This is an optimization exercise on Yosys and OpenROAD, whose aim is small area, not a production implementation.
The RTL was checked by simulation tests, not by an equivalence proof against the original design.
The flow treats the clock pin as an ideal source, which a real chip does not have.
Power is estimated from default activity; no workload was simulated.

$ cat design/flow/config.mk
export PLATFORM = sky130hd
export DESIGN_NAME = tetris_top
export DESIGN_NICKNAME = tetris_top
export VERILOG_FILES = /design/flow/design.v
export SDC_FILE = /design/flow/constraint.sdc
export NUM_CORES = 8
export LEC_CHECK = 0
export ABC_AREA = 1
export CAP_MARGIN = 10
export CORE_MARGIN = 2
export CORE_UTILIZATION = 40
export PLACE_DENSITY = 0.55
export SLEW_MARGIN = 10
$ cat design/flow/constraint.sdc
create_clock -name core_clock -period 15.0 [get_ports {clk}]
set_input_delay 3.0000 -clock core_clock [delete_from_list [all_inputs] [get_ports {clk}]]
set_output_delay 3.0000 -clock core_clock [all_outputs]
set_load 0.01 [all_outputs]
$ cat design/flow/design.v
package tetris_pkg;
    localparam int NUM_COLS = 10;
    localparam int NUM_ROWS = 15;
    localparam int COL_W    = 4;
    localparam int ROW_W    = 4;
    localparam logic [COL_W-1:0] SPAWN_COL = 4'd5;
    localparam int                 SCORE_W   = 4;
    localparam logic [SCORE_W-1:0] MAX_SCORE = 4'd10;
    typedef enum logic [1:0] {
        PIECE_BAR    = 2'd0,
        PIECE_SKEW   = 2'd1,
        PIECE_SQUARE = 2'd2
    } piece_kind_e;
    typedef struct packed {
        piece_kind_e      kind;
        logic [1:0]       rot;
        logic [COL_W-1:0] col;
        logic [ROW_W-1:0] row;
    } piece_t;
    typedef struct packed {
        logic [COL_W-1:0] col;
        logic [ROW_W-1:0] row;
    } cell_t;
    typedef struct packed {
        cell_t c0;
        cell_t c1;
        cell_t c2;
        cell_t c3;
    } piece_cells_t;
    typedef logic [NUM_COLS-1:0] row_mask_t;
    typedef struct packed {
        logic left;
        logic right;
        logic rotate;
        logic drop;
    } btn_events_t;
endpackage
`timescale 1ns/100ps
module tetris_top #(
    parameter int DEBOUNCE_CYCLES = 4,
    parameter int GRAVITY_CYCLES  = 64,
    parameter int SCAN_CYCLES     = 8
) (
    input  logic                         clk,
    input  logic                         reset,
    input  logic                         btn_left,
    input  logic                         btn_right,
    input  logic                         btn_rotate,
    input  logic                         btn_drop,
    input  logic [tetris_pkg::ROW_W-1:0] row_sel,
    output tetris_pkg::row_mask_t        locked_row,
    output tetris_pkg::row_mask_t        active_row,
    output logic [6:0]                   seg,
    output logic [1:0]                   an,
    output logic                         score_win
);
    logic [5:0] tcnt;
    always_ff @(posedge clk) begin
        if (reset) tcnt <= 6'd0;
        else       tcnt <= tcnt + 6'd1;
    end
    logic tick, grav, gw, capture;
    assign tick    = &tcnt[1:0];
    assign gw      = &tcnt[5:2];         
    assign grav    = gw & tick;
    assign capture = (tcnt[1:0] == 2'd1);
    logic [2:0] bA, bE2, bE1;
    logic       bD;
    always_ff @(posedge clk) begin
        if (reset) begin
            bA  <= 3'b000;
            bE2 <= 3'b000;
            bE1 <= 3'b000;
        end else begin
            if (capture) begin
                bA  <= {btn_left, btn_right, btn_rotate};
                bE2 <= {btn_left, btn_right, btn_rotate} & ~bA;
            end
            if (tick) bE1 <= bE2;
        end
    end
    always_ff @(posedge clk) begin
        if (capture) bD <= btn_drop;
    end
    localparam logic [1:0] S_IDLE = 2'd0, S_ACT = 2'd1, S_LOCK = 2'd2, S_CLR = 2'd3;
    logic [1:0]  st;
    logic [1:0]  kind;      
    logic        rot;
    logic [3:0]  pc, pr;
    logic [3:0]  score;
    logic        zq, zh;    
    logic [14:0][9:0] brd;
    logic idle, act, lk, cp, win;
    assign idle = (st == S_IDLE);
    assign act  = (st == S_ACT);
    assign lk   = (st == S_LOCK);
    assign cp   = (st == S_CLR);
    assign win  = score[3] & score[1];    
    logic [14:0] full;
    logic [15:0] fge;
    logic [1:0]  cge [16];
    always_comb begin
        fge[15] = 1'b0;
        cge[15] = 2'd0;
        for (int r = 14; r >= 0; r--) begin
            full[r] = &brd[r];
            fge[r]  = fge[r+1] | full[r];
            cge[r]  = cge[r+1] + {1'b0, full[r]};
        end
    end
    logic [2:0] nfull;    
    assign nfull = (fge[0] && cge[0] == 2'd0) ? 3'd4 : {1'b0, cge[0]};
    logic c_down, a_down, a_left, a_right, a_rot;
    assign c_down  = act & (gw | ~(bE1[2] | bE1[1] | bE1[0]));
    assign a_down  = c_down & (gw | bD);
    assign a_left  = act & ~gw & bE1[2];
    assign a_right = act & ~gw & ~bE1[2] & bE1[1];
    assign a_rot   = act & ~gw & ~bE1[2] & ~bE1[1] & bE1[0];
    logic [3:0] cc, cr;
    logic       crot;
    assign cr   = pr + {3'b000, c_down};
    assign cc   = pc + {{3{a_left}}, a_left | a_right};
    assign crot = rot ^ a_rot;
    logic use_piece, use_b;
    assign use_piece = tick | lk;
    assign use_b     = (tcnt[1:0] == 2'd2) | lk;
    logic [3:0] fc, fr;
    logic       frot;
    assign fc   = use_piece ? pc  : cc;
    assign fr   = use_piece ? pr  : cr;
    assign frot = use_piece ? rot : crot;
    logic barh, barv, sk0, sk1, sq;
    assign barh = (kind == 2'd0) & ~frot;
    assign barv = (kind == 2'd0) &  frot;
    assign sk0  = (kind == 2'd1) & ~frot;
    assign sk1  = (kind == 2'd1) &  frot;
    assign sq   = (kind == 2'd2);
    logic [16:0] dR;    
    logic [11:0] dC;    
    always_comb begin
        dR = '0;
        for (int r = 0; r < 15; r++) dR[r+1] = (fr == 4'(r));
        dC = '0;
        for (int c = 0; c < 10; c++) dC[c+1] = (fc == 4'(c));
    end
    logic [14:0] frow;
    logic [9:0]  fcol;
    always_comb begin
        for (int r = 0; r < 15; r++) begin
            if (!use_b)
                frow[r] = dR[r+1] | ((barv | sk1) & dR[r+2]) | ((barv | sq) & dR[r]) |
                          (barv & ((r >= 1) ? dR[r-1] : 1'b0));
            else
                frow[r] = (sk1 & dR[r+1]) | ((sk0 | sk1) & dR[r]);
        end
        for (int c = 0; c < 10; c++) begin
            if (!use_b)
                fcol[c] = dC[c+1] | ((barh | sk0) & dC[c+2]) | ((barh | sq) & dC[c]) |
                          (barh & ((c >= 1) ? dC[c-1] : 1'b0));
            else
                fcol[c] = (sk0 & (dC[c+1] | dC[c])) | (sk1 & dC[c+2]);
        end
    end
    logic cbarh, cbarv, csk0, csk1;
    assign cbarh = (kind == 2'd0) & ~crot;
    assign cbarv = (kind == 2'd0) &  crot;
    assign csk0  = (kind == 2'd1) & ~crot;
    assign csk1  = (kind == 2'd1) &  crot;
    logic inb;
    always_comb begin
        if (cbarh)      inb = (cc >= 4'd1) & (cc <= 4'd7) & (cr <= 4'd14);
        else if (cbarv) inb = (cc <= 4'd9) & (cr >= 4'd1) & (cr <= 4'd12);
        else if (csk0)  inb = (cc >= 4'd1) & (cc <= 4'd8) & (cr <= 4'd13);
        else if (csk1)  inb = (cc >= 4'd1) & (cc <= 4'd9) & (cr >= 4'd1) & (cr <= 4'd13);
        else            inb = (cc <= 4'd8) & (cr <= 4'd13);
    end
    logic hit, coll;
    always_comb begin
        hit = 1'b0;
        for (int r = 0; r < 15; r++) hit = hit | (frow[r] & |(brd[r] & fcol));
    end
    always_ff @(posedge clk) begin
        if (capture)                 coll <= hit;
        else if (tcnt[1:0] == 2'd2)  coll <= coll | hit;
    end
    logic fits_move, move_ok, lockA;
    assign fits_move = inb & ~coll;
    assign move_ok   = tick & fits_move & (a_down | a_left | a_right | a_rot);
    assign lockA     = tick & a_down & ~fits_move;
    logic try_spawn;
    assign try_spawn = idle & ~win & grav;
    logic [9:0] lr0, lr1;
    logic       spawn_fit;
    assign lr0 = fge[0] ? 10'd0 : brd[0];
    assign lr1 = (brd[1] & {10{~full[1] & ~fge[2]}}) |
                 (brd[0] & {10{~full[0] & (cge[1] == 2'd1)}});
    always_comb begin
        case (kind)
            2'd0:    spawn_fit = ~(lr0[4] | lr0[5] | lr0[6] | lr0[7]);
            2'd1:    spawn_fit = ~(lr0[4] | lr0[5] | lr1[5] | lr1[6]);
            default: spawn_fit = ~(lr0[5] | lr0[6] | lr1[5] | lr1[6]);
        endcase
    end
    logic restart, board_clear;
    assign restart     = win & tick & bE1[0];
    assign board_clear = restart | (try_spawn & ~spawn_fit);
    logic [3:0] ssum;
    assign ssum = score + {1'b0, nfull};
    always_ff @(posedge clk) begin
        if (reset) begin
            st    <= S_IDLE;
            kind  <= 2'd0;
            score <= 4'd0;
            zq    <= 1'b1;
            zh    <= 1'b0;
        end else begin
            case (st)
                S_IDLE:  if (try_spawn & spawn_fit) st <= S_ACT;
                S_ACT:   if (lockA) st <= S_LOCK;
                S_LOCK:  st <= S_CLR;
                default: st <= S_IDLE;
            endcase
            if (board_clear) kind <= 2'd0;
            else if (lk)     kind <= (kind == 2'd0) ? 2'd1 : (kind == 2'd1) ? 2'd2 : 2'd0;
            if (board_clear) score <= 4'd0;
            else if (cp)     score <= (ssum > 4'd10) ? 4'd10 : ssum;
            if (board_clear) begin
                zq <= 1'b1;
                zh <= 1'b0;
            end else if (zq & (&tcnt[3:0])) begin
                zq <= ~zh;
                zh <= 1'b1;
            end
        end
    end
    always_ff @(posedge clk) begin
        if (try_spawn) begin
            rot <= 1'b0;
            pc  <= 4'd5;
            pr  <= 4'd0;
        end else if (move_ok) begin
            rot <= crot;
            pc  <= cc;
            pr  <= cr;
        end
    end
    logic [14:0] sh;
    assign sh = {15{zq}} | (fge[14:0] & {15{~lk}});
    logic wen;
    assign wen = lockA | lk;
    always_ff @(posedge clk) begin
        for (int r = 0; r < 15; r++) begin
            for (int c = 0; c < 10; c++) begin
                if (sh[r])
                    brd[r][c] <= (r == 0) ? 1'b0 : brd[(r == 0) ? 0 : r-1][c];
                else
                    brd[r][c] <= brd[r][c] | (wen & frow[r] & fcol[c]);
            end
        end
    end
    logic pbarh, pbarv, psk0, psk1, psq;
    assign pbarh = (kind == 2'd0) & ~rot;
    assign pbarv = (kind == 2'd0) &  rot;
    assign psk0  = (kind == 2'd1) & ~rot;
    assign psk1  = (kind == 2'd1) &  rot;
    assign psq   = (kind == 2'd2);
    logic [3:0] dd;
    logic inA, inB;
    logic [11:0] pC;
    logic [9:0]  pcolA, pcolB;
    assign dd  = row_sel - pr;
    assign inA = (dd == 4'd0) | ((pbarv | psk1) & (dd == 4'd15)) |
                 ((pbarv | psq) & (dd == 4'd1)) | (pbarv & (dd == 4'd2));
    assign inB = (psk1 & (dd == 4'd0)) | ((psk0 | psk1) & (dd == 4'd1));
    always_comb begin
        pC = '0;
        for (int c = 0; c < 10; c++) pC[c+1] = (pc == 4'(c));
        for (int c = 0; c < 10; c++) begin
            pcolA[c] = pC[c+1] | ((pbarh | psk0) & pC[c+2]) | ((pbarh | psq) & pC[c]) |
                       (pbarh & ((c >= 1) ? pC[c-1] : 1'b0));
            pcolB[c] = (psk0 & (pC[c+1] | pC[c])) | (psk1 & pC[c+2]);
        end
    end
    assign active_row = act ? ((pcolA & {10{inA}}) | (pcolB & {10{inB}})) : 10'd0;
    logic [17:0] dV;
    logic [14:0] match;
    always_comb begin
        dV = '0;
        for (int v = 0; v < 15; v++) dV[v] = (row_sel == 4'(v));
        for (int u = 0; u < 15; u++) begin
            if (cp | lk) match[u] = dV[u];
            else begin
                case (cge[u+1])
                    2'd0:    match[u] = dV[u];
                    2'd1:    match[u] = dV[u+1];
                    2'd2:    match[u] = dV[u+2];
                    default: match[u] = dV[u+3];
                endcase
                match[u] = match[u] & ~full[u];
            end
        end
    end
    always_comb begin
        locked_row = '0;
        for (int u = 0; u < 15; u++) locked_row = locked_row | (brd[u] & {10{match[u]}});
        if (lk) locked_row = locked_row & ~(pcolA & {10{inA}});
        if (zq) locked_row = '0;
    end
    logic [3:0] digit;
    assign score_win = win;
    assign an        = tcnt[3] ? 2'b01 : 2'b10;
    assign digit     = tcnt[3] ? {3'b000, win} : (win ? 4'd0 : score);
    always_comb begin
        case (digit)
            4'd0:    seg = 7'b1000000;
            4'd1:    seg = 7'b1111001;
            4'd2:    seg = 7'b0100100;
            4'd3:    seg = 7'b0110000;
            4'd4:    seg = 7'b0011001;
            4'd5:    seg = 7'b0010010;
            4'd6:    seg = 7'b0000010;
            4'd7:    seg = 7'b1111000;
            4'd8:    seg = 7'b0000000;
            4'd9:    seg = 7'b0010000;
            default: seg = 7'b1111111;
        endcase
    end
endmodule
$ cat design/flow/flow/run.sh
#!/bin/bash
# Own layout flow: the standard flow (standard.sh), except that
#  - the combinational logic of the standard synthesis is mapped again for area
#    (reabc.tcl with abc.script); registers keep their cells and names;
#  - ports get the smallest buffer; the clock tree uses clkbuf_8 without dummy loads,
#    and after CTS any clock buffer whose sinks would see a slow edge becomes clkbuf_16
#    (fixclk.tcl).
# Each tool's output goes to a log_*.txt file in the work folder.
set -euo pipefail
W=$(pwd)
R=$W/orfs/results/$FLOW_PLATFORM/tetris_top/base
LIB=$FLOW_HOME/platforms/$FLOW_PLATFORM/lib/sky130_fd_sc_hd__tt_025C_1v80.lib
YOSYS=$(command -v yosys || echo "$FLOW_HOME/../tools/install/yosys/bin/yosys")
KNOBS=(
  "BUFFER_PORTS_ARGS=-buffer_cell sky130_fd_sc_hd__buf_1"
  "CTS_ARGS=-sink_clustering_enable -repair_clock_nets -dont_use_dummy_load -buf_list sky130_fd_sc_hd__clkbuf_8"
)
bash standard.sh "${KNOBS[@]}" synth > "$W/log_synth.txt" 2>&1
cp "$R/1_2_yosys.v" "$W/netlist_standard.v"
python3 "$W/flow/gen_cells.py" "$LIB" > "$W/comb_cells.v"
# several abc scripts (different random seeds for deepsyn), eight at a time; keep the smallest
best=""; best_area=""
for batch in "0 1 2 3 4 5 6 7" "8 9 10 11 12 13 14 15"; do
  for n in $batch; do
    CF_LIB="$LIB" CF_TOP="$FLOW_TOP" CF_CELLS="$W/comb_cells.v" CF_IN="$W/netlist_standard.v" \
      CF_ABC="$W/flow/abc$n.script" CF_STAT="$W/reabc_stat$n.txt" CF_OUT="$W/netlist_reabc$n.v" \
      "$YOSYS" -c "$W/flow/reabc.tcl" > "$W/log_reabc$n.txt" 2>&1 &
  done
  wait
done
for n in $(seq 0 15); do
  [[ -s "$W/netlist_reabc$n.v" ]] || continue
  a=$(awk '/Chip area/ {print $NF}' "$W/reabc_stat$n.txt")
  if [[ -z "$best" ]] || awk -v a="$a" -v b="$best_area" 'BEGIN {exit !(a < b)}'; then
    best=$n; best_area=$a
  fi
done
echo "reabc: script $best, area $best_area" > "$W/reabc_choice.txt"
cp "$W/netlist_reabc$best.v" "$W/netlist_reabc.v"
python3 "$W/flow/upsize.py" "$W/netlist_reabc.v" "$W/netlist_sized.v" "$LIB" 12 100 > "$W/log_upsize.txt" 2>&1
cp "$W/netlist_sized.v" "$W/netlist_reabc.v"
cp "$W/netlist_reabc.v" "$R/1_2_yosys.v"
rm -f "$R/1_synth.odb" "$R/1_synth.sdc"
bash standard.sh "${KNOBS[@]}" cts > "$W/log_layout_cts.txt" 2>&1
CF_LIB="$LIB" CF_ODB="$R/4_cts.odb" CF_SDC="$R/4_cts.sdc" CF_SLEW=0.105 \
  CF_RC="$FLOW_HOME/platforms/$FLOW_PLATFORM/setRC.tcl" \
  openroad -no_init -exit "$W/flow/fixclk.tcl" > "$W/log_fixclk.txt" 2>&1
bash standard.sh "${KNOBS[@]}" > "$W/log_layout.txt" 2>&1
$ cat design/flow/flow/abc0.script
strash
dc2
&get -n
&deepsyn -T 120
&put
strash
&get -n
&dch -f
&nf -a -R 1000 -F 8 -A 8 -p
&put
strash
&get -n
&deepsyn -T 120
&put
strash
&get -n
&dch -f
&nf -a -R 1000 -F 8 -A 8 -p
&put
strash
&get -n
&dch -f
&nf -a -R 1000 -F 8 -A 8 -p
&put
topo
$ cat design/flow/flow/abc1.script
strash
dc2
&get -n
&deepsyn -T 120
&put
strash
&get -n
&dch -f
&nf -a -R 1000 -F 8 -A 8 -p
&put
mfs2 -a
strash
&get -n
&deepsyn -T 120
&put
strash
&get -n
&dch -f
&nf -a -R 1000 -F 8 -A 8 -p
&put
strash
&get -n
&dch -f
&nf -a -R 1000 -F 8 -A 8 -p
&put
topo
$ cat design/flow/flow/abc10.script
strash
&get -n
&deepsyn -T 120 -S 17
&put
strash
&get -n
&dch -f
&nf -a -R 1000 -F 8 -A 8 -p
&put
strash
&get -n
&deepsyn -T 120 -S 17
&put
strash
&get -n
&dch -f
&nf -a -R 1000 -F 8 -A 8 -p
&put
strash
&get -n
&deepsyn -T 120 -S 17
&put
strash
&get -n
&dch -f
&nf -a -R 1000 -F 8 -A 8 -p
&put
strash
&get -n
&deepsyn -T 120 -S 17
&put
strash
&get -n
&dch -f
&nf -a -R 1000 -F 8 -A 8 -p
&put
strash
&get -n
&deepsyn -T 120 -S 17
&put
strash
&get -n
&dch -f
&nf -a -R 1000 -F 8 -A 8 -p
&put
strash
&get -n
&dch -f
&nf -a -R 1000 -F 8 -A 8 -p
&put
topo
$ cat design/flow/flow/abc11.script
strash
&get -n
&deepsyn -T 120 -S 19
&put
strash
&get -n
&dch -f
&nf -a -R 1000 -F 8 -A 8 -p
&put
strash
&get -n
&deepsyn -T 120 -S 19
&put
strash
&get -n
&dch -f
&nf -a -R 1000 -F 8 -A 8 -p
&put
strash
&get -n
&deepsyn -T 120 -S 19
&put
strash
&get -n
&dch -f
&nf -a -R 1000 -F 8 -A 8 -p
&put
strash
&get -n
&deepsyn -T 120 -S 19
&put
strash
&get -n
&dch -f
&nf -a -R 1000 -F 8 -A 8 -p
&put
strash
&get -n
&deepsyn -T 120 -S 19
&put
strash
&get -n
&dch -f
&nf -a -R 1000 -F 8 -A 8 -p
&put
strash
&get -n
&dch -f
&nf -a -R 1000 -F 8 -A 8 -p
&put
topo
$ cat design/flow/flow/abc12.script
strash
dc2
&get -n
&deepsyn -T 120 -S 23
&put
strash
&get -n
&dch -f
&nf -a -R 1000 -F 8 -A 8 -p
&put
&get -n
&deepsyn -T 120 -S 23
&put
strash
&get -n
&dch -f
&nf -a -R 1000 -F 8 -A 8 -p
&put
&get -n
&deepsyn -T 120 -S 23
&put
strash
&get -n
&dch -f
&nf -a -R 1000 -F 8 -A 8 -p
&put
strash
&get -n
&dch -f
&nf -a -R 1000 -F 8 -A 8 -p
&put
topo
$ cat design/flow/flow/abc13.script
strash
dc2
&get -n
&deepsyn -T 120 -S 29
&put
strash
&get -n
&dch -f
&nf -a -R 1000 -F 8 -A 8 -p
&put
&get -n
&deepsyn -T 120 -S 29
&put
strash
&get -n
&dch -f
&nf -a -R 1000 -F 8 -A 8 -p
&put
&get -n
&deepsyn -T 120 -S 29
&put
strash
&get -n
&dch -f
&nf -a -R 1000 -F 8 -A 8 -p
&put
strash
&get -n
&dch -f
&nf -a -R 1000 -F 8 -A 8 -p
&put
topo
$ cat design/flow/flow/abc14.script
strash
dc2
&get -n
&deepsyn -T 120 -S 31
&put
strash
&get -n
&dch -f
&nf -a -R 1000 -F 8 -A 8 -p
&put
&get -n
&deepsyn -T 120 -S 31
&put
strash
&get -n
&dch -f
&nf -a -R 1000 -F 8 -A 8 -p
&put
&get -n
&deepsyn -T 120 -S 31
&put
strash
&get -n
&dch -f
&nf -a -R 1000 -F 8 -A 8 -p
&put
strash
&get -n
&dch -f
&nf -a -R 1000 -F 8 -A 8 -p
&put
topo
$ cat design/flow/flow/abc15.script
strash
dc2
&get -n
&deepsyn -T 120 -S 37
&put
strash
&get -n
&dch -f
&nf -a -R 1000 -F 8 -A 8 -p
&put
&get -n
&deepsyn -T 120 -S 37
&put
strash
&get -n
&dch -f
&nf -a -R 1000 -F 8 -A 8 -p
&put
&get -n
&deepsyn -T 120 -S 37
&put
strash
&get -n
&dch -f
&nf -a -R 1000 -F 8 -A 8 -p
&put
strash
&get -n
&dch -f
&nf -a -R 1000 -F 8 -A 8 -p
&put
topo
$ cat design/flow/flow/abc2.script
strash
dc2
&get -n
&deepsyn -T 120 -S 3
&put
strash
&get -n
&dch -f
&nf -a -R 1000 -F 8 -A 8 -p
&put
strash
&get -n
&deepsyn -T 120 -S 13
&put
strash
&get -n
&dch -f
&nf -a -R 1000 -F 8 -A 8 -p
&put
strash
&get -n
&dch -f
&nf -a -R 1000 -F 8 -A 8 -p
&put
topo
$ cat design/flow/flow/abc3.script
strash
dc2
&get -n
&deepsyn -T 120
&put
strash
&get -n
&dch -f
&nf -a -R 1000 -F 8 -A 8 -p
&put
strash
&get -n
&deepsyn -T 120
&put
strash
&get -n
&dch -f
&nf -a -R 1000 -F 8 -A 8 -p
&put
strash
&get -n
&deepsyn -T 120
&put
strash
&get -n
&dch -f
&nf -a -R 1000 -F 8 -A 8 -p
&put
strash
&get -n
&dch -f
&nf -a -R 1000 -F 8 -A 8 -p
&put
topo
$ cat design/flow/flow/abc4.script
strash
&get -n
&deepsyn -T 120 -S 0
&put
strash
&get -n
&dch -f
&nf -a -R 1000 -F 8 -A 8 -p
&put
strash
&get -n
&deepsyn -T 120 -S 0
&put
strash
&get -n
&dch -f
&nf -a -R 1000 -F 8 -A 8 -p
&put
strash
&get -n
&deepsyn -T 120 -S 0
&put
strash
&get -n
&dch -f
&nf -a -R 1000 -F 8 -A 8 -p
&put
strash
&get -n
&deepsyn -T 120 -S 0
&put
strash
&get -n
&dch -f
&nf -a -R 1000 -F 8 -A 8 -p
&put
strash
&get -n
&deepsyn -T 120 -S 0
&put
strash
&get -n
&dch -f
&nf -a -R 1000 -F 8 -A 8 -p
&put
strash
&get -n
&dch -f
&nf -a -R 1000 -F 8 -A 8 -p
&put
topo
$ cat design/flow/flow/abc5.script
strash
&get -n
&deepsyn -T 120 -S 3
&put
strash
&get -n
&dch -f
&nf -a -R 1000 -F 8 -A 8 -p
&put
strash
&get -n
&deepsyn -T 120 -S 3
&put
strash
&get -n
&dch -f
&nf -a -R 1000 -F 8 -A 8 -p
&put
strash
&get -n
&deepsyn -T 120 -S 3
&put
strash
&get -n
&dch -f
&nf -a -R 1000 -F 8 -A 8 -p
&put
strash
&get -n
&deepsyn -T 120 -S 3
&put
strash
&get -n
&dch -f
&nf -a -R 1000 -F 8 -A 8 -p
&put
strash
&get -n
&deepsyn -T 120 -S 3
&put
strash
&get -n
&dch -f
&nf -a -R 1000 -F 8 -A 8 -p
&put
strash
&get -n
&dch -f
&nf -a -R 1000 -F 8 -A 8 -p
&put
topo
$ cat design/flow/flow/abc6.script
strash
&get -n
&deepsyn -T 120 -S 5
&put
strash
&get -n
&dch -f
&nf -a -R 1000 -F 8 -A 8 -p
&put
strash
&get -n
&deepsyn -T 120 -S 5
&put
strash
&get -n
&dch -f
&nf -a -R 1000 -F 8 -A 8 -p
&put
strash
&get -n
&deepsyn -T 120 -S 5
&put
strash
&get -n
&dch -f
&nf -a -R 1000 -F 8 -A 8 -p
&put
strash
&get -n
&deepsyn -T 120 -S 5
&put
strash
&get -n
&dch -f
&nf -a -R 1000 -F 8 -A 8 -p
&put
strash
&get -n
&deepsyn -T 120 -S 5
&put
strash
&get -n
&dch -f
&nf -a -R 1000 -F 8 -A 8 -p
&put
strash
&get -n
&dch -f
&nf -a -R 1000 -F 8 -A 8 -p
&put
topo
$ cat design/flow/flow/abc7.script
strash
&get -n
&deepsyn -T 120 -S 7
&put
strash
&get -n
&dch -f
&nf -a -R 1000 -F 8 -A 8 -p
&put
strash
&get -n
&deepsyn -T 120 -S 7
&put
strash
&get -n
&dch -f
&nf -a -R 1000 -F 8 -A 8 -p
&put
strash
&get -n
&deepsyn -T 120 -S 7
&put
strash
&get -n
&dch -f
&nf -a -R 1000 -F 8 -A 8 -p
&put
strash
&get -n
&deepsyn -T 120 -S 7
&put
strash
&get -n
&dch -f
&nf -a -R 1000 -F 8 -A 8 -p
&put
strash
&get -n
&deepsyn -T 120 -S 7
&put
strash
&get -n
&dch -f
&nf -a -R 1000 -F 8 -A 8 -p
&put
strash
&get -n
&dch -f
&nf -a -R 1000 -F 8 -A 8 -p
&put
topo
$ cat design/flow/flow/abc8.script
strash
&get -n
&deepsyn -T 120 -S 11
&put
strash
&get -n
&dch -f
&nf -a -R 1000 -F 8 -A 8 -p
&put
strash
&get -n
&deepsyn -T 120 -S 11
&put
strash
&get -n
&dch -f
&nf -a -R 1000 -F 8 -A 8 -p
&put
strash
&get -n
&deepsyn -T 120 -S 11
&put
strash
&get -n
&dch -f
&nf -a -R 1000 -F 8 -A 8 -p
&put
strash
&get -n
&deepsyn -T 120 -S 11
&put
strash
&get -n
&dch -f
&nf -a -R 1000 -F 8 -A 8 -p
&put
strash
&get -n
&deepsyn -T 120 -S 11
&put
strash
&get -n
&dch -f
&nf -a -R 1000 -F 8 -A 8 -p
&put
strash
&get -n
&dch -f
&nf -a -R 1000 -F 8 -A 8 -p
&put
topo
$ cat design/flow/flow/abc9.script
strash
&get -n
&deepsyn -T 120 -S 13
&put
strash
&get -n
&dch -f
&nf -a -R 1000 -F 8 -A 8 -p
&put
strash
&get -n
&deepsyn -T 120 -S 13
&put
strash
&get -n
&dch -f
&nf -a -R 1000 -F 8 -A 8 -p
&put
strash
&get -n
&deepsyn -T 120 -S 13
&put
strash
&get -n
&dch -f
&nf -a -R 1000 -F 8 -A 8 -p
&put
strash
&get -n
&deepsyn -T 120 -S 13
&put
strash
&get -n
&dch -f
&nf -a -R 1000 -F 8 -A 8 -p
&put
strash
&get -n
&deepsyn -T 120 -S 13
&put
strash
&get -n
&dch -f
&nf -a -R 1000 -F 8 -A 8 -p
&put
strash
&get -n
&dch -f
&nf -a -R 1000 -F 8 -A 8 -p
&put
topo
$ cat design/flow/flow/fixclk.tcl
# Upsizes clock buffers whose flip-flop clock pins would see a slow edge, after CTS.
# Reads and rewrites the CTS result of the standard flow.
read_liberty $::env(CF_LIB)
read_db $::env(CF_ODB)
read_sdc $::env(CF_SDC)
source $::env(CF_RC)
set_propagated_clock [all_clocks]
estimate_parasitics -placement
set limit $::env(CF_SLEW)
set changed 0
foreach inst [get_cells *] {
  set m [get_property $inst ref_name]
  if {![string match "sky130_fd_sc_hd__clkbuf_*" $m]} { continue }
  set out [get_pins -of_objects $inst -filter "direction==output"]
  set net [get_nets -of_objects $out]
  set worst 0
  foreach p [get_pins -of_objects $net -filter "direction==input"] {
    set s [get_property $p slew_max]
    if {$s > $worst} { set worst $s }
  }
  if {$worst > $limit && $m ne "sky130_fd_sc_hd__clkbuf_16"} {
    puts "upsize [get_property $inst name] $m worst $worst"
    replace_cell $inst sky130_fd_sc_hd__clkbuf_16
    incr changed
  }
}
puts "upsized $changed clock buffers"
if {$changed > 0} {
  detailed_placement
  check_placement -verbose
}
write_db $::env(CF_ODB)
$ cat design/flow/flow/gen_cells.py
# Writes Verilog models of the liberty's combinational cells (function attributes) to stdout.
import re, sys
t = open(sys.argv[1]).read()
cells = [(m.group(1), m.start()) for m in re.finditer(r'\n\s*cell\s*\(\s*"?(\w+)"?\s*\)\s*\{', t)]
for i, (name, st) in enumerate(cells):
    body = t[st:cells[i + 1][1] if i + 1 < len(cells) else len(t)]
    if re.search(r'\b(ff|latch|statetable)\s*\(', body):
        continue
    pins = []
    pms = list(re.finditer(r'\n\s*pin\s*\(\s*"?(\w+)"?\s*\)\s*\{', body))
    for j, pm in enumerate(pms):
        sub = body[pm.end():pms[j + 1].start() if j + 1 < len(pms) else len(body)]
        d = re.search(r'direction\s*:\s*"?(\w+)"?', sub)
        f = re.search(r'\bfunction\s*:\s*"([^"]*)"', sub)
        pins.append((pm.group(1), d.group(1) if d else None, f.group(1) if f else None))
    ins = [p for p in pins if p[1] == 'input']
    outs = [p for p in pins if p[1] == 'output']
    if not outs or any(o[2] is None for o in outs):
        continue
    def conv(f):
        f = f.replace('!', '~').replace('*', '&').replace('+', '|')
        f = re.sub(r'\b1\b', "1'b1", f)
        return re.sub(r'\b0\b', "1'b0", f)
    s = "module %s(%s);\n" % (name, ", ".join([p[0] for p in ins] + [o[0] for o in outs]))
    for p in ins:
        s += "  input %s;\n" % p[0]
    for o in outs:
        s += "  output %s;\n  assign %s = %s;\n" % (o[0], o[0], conv(o[2]))
    print(s + "endmodule")
$ cat design/flow/flow/reabc.tcl
# Re-maps the combinational logic of the standard synthesis netlist for area.
# Registers (and every other sequential cell) are kept as they are, with their names.
set lib $::env(CF_LIB)
set top $::env(CF_TOP)
yosys read_verilog $::env(CF_CELLS)
yosys read_liberty -lib -ignore_redef $lib
yosys read_verilog $::env(CF_IN)
yosys hierarchy -top $top
yosys flatten
yosys hierarchy -top $top -purge_lib
yosys read_liberty -lib -ignore_redef $lib
yosys opt_clean -purge
yosys techmap
yosys opt -fast
yosys abc -script $::env(CF_ABC) -liberty $lib -dont_use *probe* -dont_use *lpflow*
yosys opt_clean -purge
yosys hilomap -singleton -hicell sky130_fd_sc_hd__conb_1 HI -locell sky130_fd_sc_hd__conb_1 LO
yosys splitnets
yosys opt_clean -purge
yosys rename -enumerate -pattern cfc_% c:*abc* c:*\$auto\$*
yosys rename -enumerate -pattern cfw_% w:*abc*
yosys rename -enumerate -pattern cfv_% w:*\$auto\$*
yosys rename -hide w:*.*
yosys rename -enumerate -pattern cfd_% w:*.*
yosys tee -o $::env(CF_STAT) stat -liberty $lib
yosys check -assert -mapped
yosys write_verilog -noattr -nohex -nodec $::env(CF_OUT)
$ cat design/flow/flow/upsize.py
# Gives the driver of each high-fanout net a stronger drive (same function), so that
# placement needs fewer buffers. Registers are left as they are.
import re, sys
src, dst, libfile = sys.argv[1], sys.argv[2], sys.argv[3]
lib = open(libfile).read()
cells = set(re.findall(r'cell\s*\(\s*"?(sky130_fd_sc_hd__\w+)"?\s*\)', lib))
txt = open(src).read()
inst_re = re.compile(r"(sky130_fd_sc_hd__(\w+?)_(\d+))(\s+)(\\\S+ |\S+)(\s*\()(.*?)\);", re.S)
fo = {}
for m in inst_re.finditer(txt):
    for k, v in re.findall(r'\.(\w+)\(([^()]*)\)', m.group(7)):
        if k not in ('X', 'Y', 'Q', 'Q_N', 'COUT', 'SUM', 'HI', 'LO'):
            fo[v.strip()] = fo.get(v.strip(), 0) + 1
n = 0
def sub(m):
    global n
    base, size = m.group(2), int(m.group(3))
    if base.startswith(('df', 'edf', 'sdf', 'conb', 'dl')):
        return m.group(0)
    outs = [v.strip() for k, v in re.findall(r'\.(\w+)\(([^()]*)\)', m.group(7)) if k in ('X', 'Y')]
    f = max([fo.get(o, 0) for o in outs] or [0])
    want = 4 if f >= int(sys.argv[5]) else 2 if f >= int(sys.argv[4]) else size
    if want > size and "sky130_fd_sc_hd__%s_%d" % (base, want) in cells:
        n += 1
        return m.group(0).replace(m.group(1), "sky130_fd_sc_hd__%s_%d" % (base, want), 1)
    return m.group(0)
out = inst_re.sub(sub, txt)
open(dst, 'w').write(out)
print("upsized", n, "drivers")
$ cat design/flow/standard.sh
#!/bin/bash
# synth_recipe.tcl (not shown) runs the flow's synth.tcl, then flattens the netlist and writes it again
# the make line also repeats each setting of config.mk as NAME=value (left out here)
make -C /OpenROAD-flow-scripts/flow DESIGN_CONFIG=/design/flow/config.mk WORK_HOME=/design/flow/orfs CLKGATE_MAP_FILE= SYNTH_SCRIPT=/design/flow/synth_recipe.tcl "${@:-finish}"
==> results.json, run 1 <==
{
  "hold_viol": 0,
  "netSwitchingFraction_pct": 26.0,
  "clk_pin_slew_worst_paths_ns": 0.10,
  "multi_input_area_um2": 7070,
  "comb_power_share_pct": 5.9,
  "place_congestion": 0.953,
  "finClkSkew_ns": 0.0303,
  "pwr-share-clk_pct": 34.7,
  "final_common_cell": "nor2_1",
  "start_util_pct": 40.6,
  "numPortBuffers": 39,
  "total_power_mw": 0.840,
  "worstSetupPathType": "reg -> out",
  "grt_max_degree": 32,
  "ios": 40,
  "ant_nets": 0,
  "fmax_mhz": 91.6,
  "area_growth_pct": 8.78,
  "rsz0062_at_grt": "no",
  "status": "finished clean",
  "nFillCells": 2812,
  "r2r_end": "score[0]",
  "grt_usage_pct": 32.7,
  "finalSetupViolCount": 0,
  "drc": 0,
  "fin_nets": 1546,
  "critPathMaxFanout": 7,
  "cts_buffer_depth": 2,
  "core_area_um2": 26800,
  "p_seq_share_pct": 59.4,
  "startpoint_type": "flop",
  "cts_num_sinks": 186,
  "layout_common_cells": "249 x nor2_1, 238 x a21oi_1, 184 x dfxtp_1",
  "cap_violations": 0,
  "hold_end": "bA[0]",
  "cts_buffers": 17,
  "hold_start": "bA[0]",
  "postCtsSetupBuffers": 0,
  "postCtsHoldBufs": 0,
  "tns_ns": 0,
  "antenna-diode-count": 0,
  "synthCells": 1462,
  "worst_slew_pin_slew_ns": 1.33,
  "cts_resized": 0,
  "slew_headroom_pct": 10.2,
  "worst-r2r-cell-count": 28,
  "top_layer": "met4",
  "crit_top_cell": "xor2_1",
  "critPathArrivalTime_ns": 7.92,
  "firstDrtPassIters": 9,
  "seqCellArea_um2": 3740,
  "period_minus_slack_ns": 10.92,
  "slew_violations": 0,
  "vias": 12600,
  "drt_wl_total_um": 46800,
  "grt_pass1_vias": 11600,
  "die_h_um": 169,
  "power.switching_mw": 0.219,
  "fin_crit_sh_pct": 72.8,
  "p_int_mw": 0.621,
  "hold_path.class": "reg -> reg",
  "synth_area_um2": 10900,
  "ys_warn_count": 2,
  "clockRootBuffer": "clkbuf_8",
  "wl_met2_um": 20500,
  "stdcell_count": 1875,
  "dieWidth_um": 169,
  "wl_met1_um": 19900,
  "p_leak_nw": 3.91,
  "place_hpwl_um": 32500,
  "grt_pass1_wl_um": 71400,
  "cp.required_ns": 12.00,
  "viasPerCell": 6.72,
  "die-area_um2": 28500,
  "htreeDepth": 4,
  "rr_startpoint": "brd[134]",
  "avgSynthCellArea_um2": 7.44,
  "hold_depth": 2,
  "cts_tree": "yes",
  "p_per_area_nw_per_um2": 71.0,
  "dp_cells": 1857,
  "drt_iter0_drc": 1666,
  "met3_length_um": 4650,
  "worstSkewPairLatency_ns": 0.41,
  "antenna_found_initial": 0,
  "synth.net_count": 1472,
  "setup.worst_path.end_class": "output pin",
  "cpPeakStageDelay_ns": 0.63,
  "regToRegSetupSlack_ns": 7.84,
  "critPathSlowestCell": "o32ai_1",
  "irDropWorstVdd_mv": 0.0610,
  "fp-row-count": 60,
  "post_drt_wl_per_cell_um": 25.0,
  "layout-drive-gt1-share_pct": 3.91,
  "grt_overflow": 0
}
==> how the worst max path moves through the flow <==
stage	cells after the start	slack, ns	from	endpoint
floorplan	26	5.79	brd[122]	locked_row[1]
global placement	25	4.78	brd[134]	locked_row[0]
detailed placement	26	4.54	brd[134]	locked_row[9]
CTS	26	3.99	brd[134]	locked_row[9]
global route	27	3.40	brd[133]	locked_row[1]
finish	27	4.08	brd[134]	locked_row[1]
==> registers in the layout (all words and copies together), names as in the netlist <==
name and flops:
rot 1, bD 1, kind 2, tcnt 6
zh 1, st 2, bA 3, pc 4
bE1 3, score 4, pr 4, bE2 3
coll 1, brd 150, zq 1
==> stage by stage <==
stage	utilization [%]	area (um^2)	setup slack [ns]	hold WS, ns
floorplan	-	10900	5.79	0.417
global placement	43.1	11600	4.78	0.426
detailed placement	43.1	11600	4.54	0.430
CTS	44.0	11800	3.99	0.446
global route	44.1	11800	3.40	0.483
finish	44.1	11800	4.08	0.446
==> power by group through the flow <==
| stage | clock (mW) | sequential (mW) | combinational, mW |
|---|---|---|---|
| after floorplan | 0 | 0.510 | 0.0264 |
| after global routing | 0.313 | 0.500 | 0.0517 |
| after global placement | 0 | 0.511 | 0.0464 |
| after CTS | 0.281 | 0.499 | 0.0468 |
| final | 0.291 | 0.499 | 0.0494 |
| after detailed placement | 0 | 0.511 | 0.0466 |
==> routing by layer <==
metal  vias up  global-route usage [%]
met2       763                    50.9
met1      5964                    44.2
met5         -                       0
li1       5742                       -
met3       122                    6.90
met4         0                    13.2
==> worst max-delay path: cells and delay by family, from the launching register on <==
kind | cells | cell delay (ns)
AOI/OAI and AO/OA | 6 | 1.33
and+or+nand+nor | 10 | 2.30
buffers and inverters | 2 | 0.49
xor gates and xnor gates | 9 | 2.97
DFF | 1 | 0.42
==> cell type report <==
| type | instances | area share, % |
|---|---|---|
| flip-flops and latches | 186 | 31.6 |
| repair buffers | 55 | 2.23 |
| well taps | 341 | 3.61 |
| clock buffers | 17 | 2.17 |
| multi-input cells | 1259 | 59.8 |
| inverters | 17 | 0.539 |
==> run 2: changes to the inputs <==
--- a/design/flow/config.mk
+++ b/design/flow/config.mk
@@ -6,8 +6,8 @@
 export NUM_CORES = 8
 export LEC_CHECK = 0
 export ABC_AREA = 1
-export CAP_MARGIN = 10
+export CAP_MARGIN = 20
 export CORE_MARGIN = 2
 export CORE_UTILIZATION = 40
 export PLACE_DENSITY = 0.55
-export SLEW_MARGIN = 10
+export SLEW_MARGIN = 20
==> run 2 against run 1 <==
Highest routed layer unchanged. Clock skew fell by 0.0040 ns. Largest power group unchanged. Global-route usage fell by 0.23 points. Sequential cell count did not move. Register-to-register slack improved by 0.33 ns. Still clean.
==> results.json, run 2 <==
{
  "tns_ns": 0,
  "postCtsHoldBufs": 0,
  "hold_viol": 0,
  "ant_nets": 0,
  "top_regs": "brd x150, tcnt x6",
  "grt_usage_pct": 32.5,
  "worst-r2r-cell-count": 20,
  "p_per_area_nw_per_um2": 71.0,
  "die_h_um": 169,
  "setup.worst_path.end_class": "output pin",
  "cts_buffer_depth": 2,
  "hold_path.class": "reg -> reg",
  "crit_top_cell": "xnor2_1",
  "dieWidth_um": 169,
  "postCtsSetupBuffers": 0,
  "hold_start": "bA[2]",
  "critPathSlowestCell": "or4_1",
  "worst_slew_pin_slew_ns": 1.17,
  "synth.net_count": 1401,
  "area_growth_pct": 10.0,
  "period_minus_slack_ns": 10.08,
  "finalSetupViolCount": 0,
  "irDropWorstVdd_mv": 0.0545,
  "firstDrtPassIters": 11,
  "path_cells": "nand4_1 -> nor2_1 -> nand3_1 -> or4_1 -> and2_0 -> xnor2_1 -> xnor2_1 -> xnor2_1 -> xnor2_1 -> xor2_1 -> nand2_1 -> nor2b_1 -> xnor2_1 -> xnor2_1 -> xnor2_1 -> xnor2_1 -> xor2_1 -> nand2b_1 -> o21ai_0 -> nand4b_1 -> o21ai_0 -> a221oi_1 -> nor3_1 -> buf_1",
  "cts_tree": "yes",
  "antenna-diode-count": 0,
  "fmax_mhz": 99.2,
  "crit_path_start": "brd[125]",
  "grt_max_degree": 32,
  "worstSetupPathType": "reg -> out",
  "place_hpwl_um": 32100,
  "slew_headroom_pct": 21.2,
  "ys_warn_count": 2,
  "drc": 0,
  "numPortBuffers": 39,
  "cap_violations": 0,
  "viasPerCell": 6.78,
  "fin_crit_sh_pct": 67.2,
  "ios": 40,
  "dp_cells": 1800,
  "fin_nets": 1488,
  "final_common_cell": "nor2_1",
  "status": "finished clean",
  "cts_num_sinks": 186,
  "critPathArrivalTime_ns": 7.08,
  "rsz0062_at_grt": "no",
  "avgSynthCellArea_um2": 7.80,
  "vias": 12300,
  "antenna_found_initial": 0,
  "hold_depth": 2,
  "layout_common_cells": "201 x nor2_1, 184 x dfxtp_1, 164 x a21oi_1",
  "cts_resized": 0,
  "cp.required_ns": 12.00,
  "worstSkewPairLatency_ns": 0.42,
  "synth_area_um2": 10800,
  "p_leak_nw": 3.96,
  "core_area_um2": 26800,
  "cts_buffers": 17,
  "place_congestion": 0.931,
  "startpoint_type": "flop",
  "stdcell_count": 1817,
  "cpPeakStageDelay_ns": 0.62,
  "rr_startpoint": "brd[125]",
  "grt_pass1_wl_um": 70600,
  "die-area_um2": 28400,
  "critPathMaxFanout": 10,
  "nFillCells": 2803,
  "grt_pass1_vias": 11200,
  "synthCells": 1391,
  "clk_pin_slew_worst_paths_ns": 0.09,
  "grt_overflow": 0,
  "post_drt_wl_per_cell_um": 25.8,
  "htreeDepth": 4,
  "top_register": "brd",
  "slew_violations": 0,
  "clockRootBuffer": "clkbuf_8",
  "drt_iter0_drc": 1775,
  "start_util_pct": 40.5,
  "fp-row-count": 60,
  "largest_register_ffs": 150,
  "finClkSkew_ns": 0.0262,
  "drt_wl_total_um": 46900,
  "layout-drive-gt1-share_pct": 4.61
}
## run 2: area by class of cell
cell class | instances | area [um^2] | share of cell area [%]
timing repair buffer | 68 | 364 | 3.05
inverter | 15 | 56.3 | 0.472
tap | 341 | 427 | 3.58
clock buffer | 17 | 290 | 2.43
multi-input combinational | 1190 | 7050 | 59.1
sequential | 186 | 3740 | 31.4
## run 2: worst paths after layout
kind	to	slack (ns)
worst max-delay path	locked_row[6]	4.92
worst min-delay path	bA[2]	0.45
worst max register to register	brd[2]	8.17
worst min register to register	bA[2]	0.45
## run 2: routing by layer
metal / track usage [%] / up-vias / part of all wire (%)
met5: 0 / - / 0
met4: 14.2 / 0 / 4.7
met3: 6.34 / 150 / 9.3
met2: 51.7 / 755 / 45
met1: 43.0 / 5833 / 41
li1: - / 5574 / -
## run 2: stage by stage
step | utilization [%] | instance area, um^2 | hold slack, ns | total power [mW] | setup WS (ns)
2_1_floorplan | - | 10800 | 0.417 | 0.527 | 5.99
3_3_place_gp | 43.4 | 11600 | 0.425 | 0.539 | 5.08
3_5_place_dp | 43.4 | 11600 | 0.435 | 0.540 | 5.10
4_1_cts | 44.3 | 11900 | 0.438 | 0.813 | 4.95
5_1_grt | 44.5 | 11900 | 0.491 | 0.868 | 4.31
6_report | 44.5 | 11900 | 0.445 | 0.847 | 4.92
## run 2: critical path: cells and delay by family (launching register included)
family | cells | cell delay (ns)
and+or+nand+nor | 10 | 2.05
AOI/OAI and AO/OA | 3 | 1.15
buffers and inverters | 1 | 0.15
DFF | 1 | 0.44
xor gates and xnor gates | 10 | 2.88
## run 2: report_power, final
group          switching (mW)  internal, mW
Clock                   0.187         0.131
Combinational          0.0221       0.00864
Sequential            0.00172         0.496
Total                   0.211         0.636

afterwards: timing with drivers on the ports:
No port has a modelled driver above. Below, the same layouts with a new extraction and two added sets of constraints. Step 1 (the two cells are an assumption about what drives the block):
set clk [get_ports {clk}]
set_driving_cell -lib_cell sky130_fd_sc_hd__clkbuf_16 $clk
set_driving_cell -lib_cell sky130_fd_sc_hd__buf_2 [delete_from_list [all_inputs] $clk]
Step 2 moves the port delays by t, midway between the first and last clock arrival at a register: inputs arrive t later, outputs are due t later. That takes back most of the time a late clock gives input paths. Slacks: ideal / step 1 / step 2; pairs: ideal / step 1.
run	t (ns)	setup WS [ns]	latest minus earliest clock arrival (ns)	pins driven straight from the clock port
run 1	0.446	4.081 / 4.029 / 4.475	0.030 / 0.030	1
run 2	0.458	4.918 / 4.868 / 5.180	0.026 / 0.026	1
After both steps setup and hold are still met in every run listed.
